From an optimization exercise on the open Yosys and OpenROAD flow, aimed at small area and a short achievable clock period; shortcuts taken in it are not production practice.
Function was checked by simulation only, so behaviour that the tests miss may differ from the original.
The clock input has no modelled driver; a real chip could not lean on it and would need a root buffer or a full tree.
Power figures rest on the tool's default switching activity, not on a simulated workload.

==> run Z: inputs <==
// mp85_bus_target
module mp85_bus_target #(
    parameter logic [15:0] BASE_ADDR   = 16'h8000,
    parameter int          ADDR_BITS   = 8,
    parameter int          WAIT_STATES = 2
) (
    input  logic        clk,
    input  logic        rst,
    input  logic [15:0] address,
    input  logic        mem_read,
    input  logic        mem_write,
    input  logic [7:0]  data_in,
    output logic [7:0]  data_out,
    output logic        ready,
    output logic        selected,
    output logic        err
);
==> flow/config.mk <==
export PLATFORM = sky130hd
export DESIGN_NAME = mp85_bus_target
export DESIGN_NICKNAME = mp85_bus_target
export VERILOG_FILES = /design/flow/design.v
export SDC_FILE = /design/flow/constraint.sdc
export NUM_CORES = 4
export LEC_CHECK = 0
export CAP_MARGIN = 20
export CORE_MARGIN = 2
export CORE_UTILIZATION = 60
export SETUP_SLACK_MARGIN = 3.0
export SLEW_MARGIN = 20
==> flow/constraint.sdc <==
create_clock -name core_clock -period 5.0 [get_ports {clk}]
set_input_delay 1.0000 -clock core_clock [delete_from_list [all_inputs] [get_ports {clk}]]
set_output_delay 1.0000 -clock core_clock [all_outputs]
set_load 0.01 [all_outputs]
standard.sh (not shown) runs the stock make flow with config.mk's settings and CLKGATE_MAP_FILE= SYNTH_SCRIPT=/design/flow/synth_recipe.tcl, a recipe that flattens the netlist after the stock synthesis.
==> flow/flow/run.sh <==
#!/bin/bash
# Standard layout, except that the clock tree is built by flow/pre_cts.tcl
# (a balanced two-level clkbuf_16 tree) instead of TritonCTS.
set -euo pipefail
export PRE_CTS_TCL="$PWD/flow/pre_cts.tcl"
export CT_LEAF_COLS=8 CT_LEAF_ROWS=10 CT_ROOT_COLS=2 CT_ROOT_ROWS=2
bash standard.sh > standard_flow.log 2>&1
==> flow/flow/pre_cts.tcl <==
# Clock tree built here in place of TritonCTS: a balanced two-level tree of
# clkbuf_16. The clock port drives NR root buffers (one per region of the core);
# each root drives the leaf buffers of its region; each leaf drives a cluster of
# about 30 nearby flip-flops. Every flip-flop sees the same number of buffer
# levels, and leaf/root buffers sit at the centroids of what they drive.
# Before that, the input port buffers (which the flow picks from the slow delay
# cells) are made plain buf_4 cells, and single-strength logic gates that
# drive many loads are given a stronger size of the same footprint.
rename clock_tree_synthesis my_tritoncts_unused

proc ct_centroid {pts} {
  set sx 0
  set sy 0
  foreach p $pts {
    set sx [expr {$sx + [lindex $p 1]}]
    set sy [expr {$sy + [lindex $p 2]}]
  }
  set n [llength $pts]
  return [list [expr {$sx / $n}] [expr {$sy / $n}]]
}

# Split pts (lists {obj x y}) into ncol columns by x, then each column into
# nrow rows by y, with counts as equal as possible. Returns a list of
# {col row pts}.
proc ct_grid {pts ncol nrow} {
  set out {}
  set pts [lsort -integer -index 1 $pts]
  set n [llength $pts]
  for {set c 0} {$c < $ncol} {incr c} {
    set lo [expr {($n * $c) / $ncol}]
    set hi [expr {($n * ($c + 1)) / $ncol - 1}]
    set col [lsort -integer -index 2 [lrange $pts $lo $hi]]
    set m [llength $col]
    for {set r 0} {$r < $nrow} {incr r} {
      set a [expr {($m * $r) / $nrow}]
      set b [expr {($m * ($r + 1)) / $nrow - 1}]
      lappend out [list $c $r [lrange $col $a $b]]
    }
  }
  return $out
}

proc ct_place {inst xy} {
  set m [$inst getMaster]
  set w [$m getWidth]
  set h [$m getHeight]
  $inst setLocation [expr {[lindex $xy 0] - $w / 2}] [expr {[lindex $xy 1] - $h / 2}]
  $inst setPlacementStatus PLACED
}

proc ct_fast_input_buffers {} {
  set db [ord::get_db]
  set block [ord::get_db_block]
  set buf [$db findMaster sky130_fd_sc_hd__buf_4]
  set n 0
  foreach bt [$block getBTerms] {
    if {[$bt getIoType] ne "INPUT" || [$bt getName] eq "clk"} { continue }
    set net [$bt getNet]
    if {$net eq "NULL"} { continue }
    foreach it [$net getITerms] {
      set inst [$it getInst]
      set m [[$inst getMaster] getName]
      if {[regexp {^sky130_fd_sc_hd__(clkdlybuf4s|dlygate|dlymetal|clkbuf_|buf_)} $m] && $m ne "sky130_fd_sc_hd__buf_4"} {
        $inst swapMaster $buf
        incr n
      }
    }
  }
  puts "input buffers made buf_4: $n"
}

proc ct_size_by_fanout {} {
  set db [ord::get_db]
  set block [ord::get_db_block]
  set n 0
  foreach inst [$block getInsts] {
    set m [[$inst getMaster] getName]
    if {![regexp {^(sky130_fd_sc_hd__[a-z0-9]+)_[01]$} $m -> base]} { continue }
    if {[regexp {__(s?e?df|dl|clk|tap|fill|decap|conb|diode)} $m]} { continue }
    set fo 0
    foreach it [$inst getITerms] {
      if {[$it isOutputSignal]} {
        set net [$it getNet]
        if {$net ne "NULL"} { set fo [expr {[llength [$net getITerms]] - 1}] }
      }
    }
    if {$fo < 6} { continue }
    set size [expr {$fo >= 12 ? 4 : 2}]
    set nm [$db findMaster ${base}_$size]
    if {$nm eq "NULL"} { set nm [$db findMaster ${base}_2] }
    if {$nm eq "NULL"} { continue }
    $inst swapMaster $nm
    incr n
  }
  puts "gates sized up by fanout: $n"
}

proc clock_tree_synthesis {args} {
  ct_fast_input_buffers
  ct_size_by_fanout
  set ncol $::env(CT_LEAF_COLS)
  set nrow $::env(CT_LEAF_ROWS)
  set rcol $::env(CT_ROOT_COLS)
  set rrow $::env(CT_ROOT_ROWS)
  set db [ord::get_db]
  set block [ord::get_db_block]
  set master [$db findMaster sky130_fd_sc_hd__clkbuf_16]
  set clk [$block findNet clk]

  set sinks {}
  foreach it [$clk getITerms] {
    set bb [[$it getInst] getBBox]
    lappend sinks [list $it [expr {([$bb xMin] + [$bb xMax]) / 2}] \
                       [expr {([$bb yMin] + [$bb yMax]) / 2}]]
  }
  puts "manual CTS: [llength $sinks] sinks, leaves ${ncol}x${nrow}, roots ${rcol}x${rrow}"

  # leaf buffers
  set leaves {}
  set i 0
  foreach cell [ct_grid $sinks $ncol $nrow] {
    set pts [lindex $cell 2]
    set inst [odb::dbInst_create $block $master "clkbuf_leaf_${i}_clk"]
    set net [odb::dbNet_create $block "clknet_leaf_${i}_clk"]
    $net setSigType CLOCK
    foreach p $pts {
      set it [lindex $p 0]
      $it disconnect
      $it connect $net
    }
    [$inst findITerm X] connect $net
    set xy [ct_centroid $pts]
    ct_place $inst $xy
    lappend leaves [list $inst [lindex $xy 0] [lindex $xy 1]]
    incr i
  }

  # root buffers
  set i 0
  foreach cell [ct_grid $leaves $rcol $rrow] {
    set pts [lindex $cell 2]
    set inst [odb::dbInst_create $block $master "clkbuf_root_${i}_clk"]
    set net [odb::dbNet_create $block "clknet_root_${i}_clk"]
    $net setSigType CLOCK
    foreach p $pts {
      [[lindex $p 0] findITerm A] connect $net
    }
    [$inst findITerm X] connect $net
    [$inst findITerm A] connect $clk
    ct_place $inst [ct_centroid $pts]
    incr i
  }
  $clk setSigType CLOCK
  global_connect
  set_propagated_clock [all_clocks]
  puts "manual CTS: [llength $leaves] leaf and $i root buffers"
}
==> inputs of run C, as changes to run Z <==
--- a/flow/flow/pre_cts.tcl
+++ b/flow/flow/pre_cts.tcl
@@ -6,4 +6,3 @@
 # Before that, the input port buffers (which the flow picks from the slow delay
-# cells) are made plain buf_4 cells, and single-strength logic gates that
-# drive many loads are given a stronger size of the same footprint.
+# cells) are made plain buf_4 cells.
 rename clock_tree_synthesis my_tritoncts_unused
@@ -71,31 +70,4 @@
 
-proc ct_size_by_fanout {} {
-  set db [ord::get_db]
-  set block [ord::get_db_block]
-  set n 0
-  foreach inst [$block getInsts] {
-    set m [[$inst getMaster] getName]
-    if {![regexp {^(sky130_fd_sc_hd__[a-z0-9]+)_[01]$} $m -> base]} { continue }
-    if {[regexp {__(s?e?df|dl|clk|tap|fill|decap|conb|diode)} $m]} { continue }
-    set fo 0
-    foreach it [$inst getITerms] {
-      if {[$it isOutputSignal]} {
-        set net [$it getNet]
-        if {$net ne "NULL"} { set fo [expr {[llength [$net getITerms]] - 1}] }
-      }
-    }
-    if {$fo < 6} { continue }
-    set size [expr {$fo >= 12 ? 4 : 2}]
-    set nm [$db findMaster ${base}_$size]
-    if {$nm eq "NULL"} { set nm [$db findMaster ${base}_2] }
-    if {$nm eq "NULL"} { continue }
-    $inst swapMaster $nm
-    incr n
-  }
-  puts "gates sized up by fanout: $n"
-}
-
 proc clock_tree_synthesis {args} {
   ct_fast_input_buffers
-  ct_size_by_fanout
   set ncol $::env(CT_LEAF_COLS)
--- a/flow/config.mk
+++ b/flow/config.mk
@@ -9,3 +9,3 @@
 export CORE_MARGIN = 2
-export CORE_UTILIZATION = 60
+export CORE_UTILIZATION = 55
 export SETUP_SLACK_MARGIN = 3.0
==> results.txt <==
| metric | run C | run Z |
|---|---|---|
| Layout cells sized above 1 | 0.109 | 0.0929 |
| Kind of critical path | flip-flop to flip-flop | flip-flop to output pin |
| Number of global-route vias before repair | 31700 | 31900 |
| Share of the final layout cell area in sequential cells | 0.690 | 0.701 |
| Met1 wire length | 73.7 mm | 72.5 mm |
| P&R area growth vs syn | 10.8% | 9.11% |
| Utilization after layout | 0.616 | 0.661 |
| Detailed-routed wire length on met3 | 12.4 mm | 13.6 mm |
| Power of the clock network | 0.00781 W | 0.00782 W |
| Pre-CTS setup slack | 1.83 ns | 1.83 ns |
| Placer's final routability congestion estimate | 0.809 | 0.826 |
| Fraction of area in multi-input gates | 0.206 | 0.207 |
| Delay of the slowest critical-path stage | 0.74 ns | 0.41 ns |
| Data required, critical path | 5.48 ns | 4.00 ns |
| Clock network latency to the later pin of the worst-skew pair | 0.57 ns | 0.55 ns |
| Effective utilization at floorplan | 0.556 | 0.606 |
| Critical path buffers and inverters | 0 | 1 |
| Pin count of the biggest net entering global routing | 73 | 70 |
| Detailed Route WL | 168 mm | 169 mm |
| Depth of the most critical reg-to-reg path | 3 | 6 |
| Critical hold path startpoint | ring[1576] | ring[1002] |
| Tap cell instance count | 1380 | 1265 |
| Global-route track usage on met2 | 0.472 | 0.508 |
| Outcome | timing/DRC/antenna clean | timing/DRC/antenna clean |
| Capture point of the worst reg-to-reg path | ring[1656] | s1[29] |
| Cell Area, Placed | 0.0593 mm^2 | 0.0591 mm^2 |
| Met3 capacity usage during global routing | 0.0327 | 0.0424 |
No run of this note takes its clock network from TritonCTS; it comes from the design's own scripts or RTL.

-- static timing again, ports no longer ideal --
The results above use ideal ports. As a check the final layouts listed here were re-extracted and re-timed, cells and wires unchanged. Step 1, drivers: a clkbuf_16 drives clk and a buf_2 each remaining input, both assumed. Step 2 also shifts input and output timing later by t, the mid clock arrival at the registers, as if the neighbouring blocks saw the same clock. Slacks: no drivers / after step 1 / after step 2; pairs: no drivers / after step 1.
| run | t (ns) | setup slack, ns | worst setup path at the end | worst data-port slew with drivers (ns) |
|---|---|---|---|---|
| run Z | 0.700 | 2.890 / 2.732 / 2.388 | input to register | 0.04 |
| run C | 0.708 | 2.756 / 2.735 / 2.357 | input to register | 0.05 |
After both steps setup and hold are still met in every run listed. For run Z, which loses most, drivers alone change the setup slack by -0.158 ns; drivers and shift together by -0.502 ns.
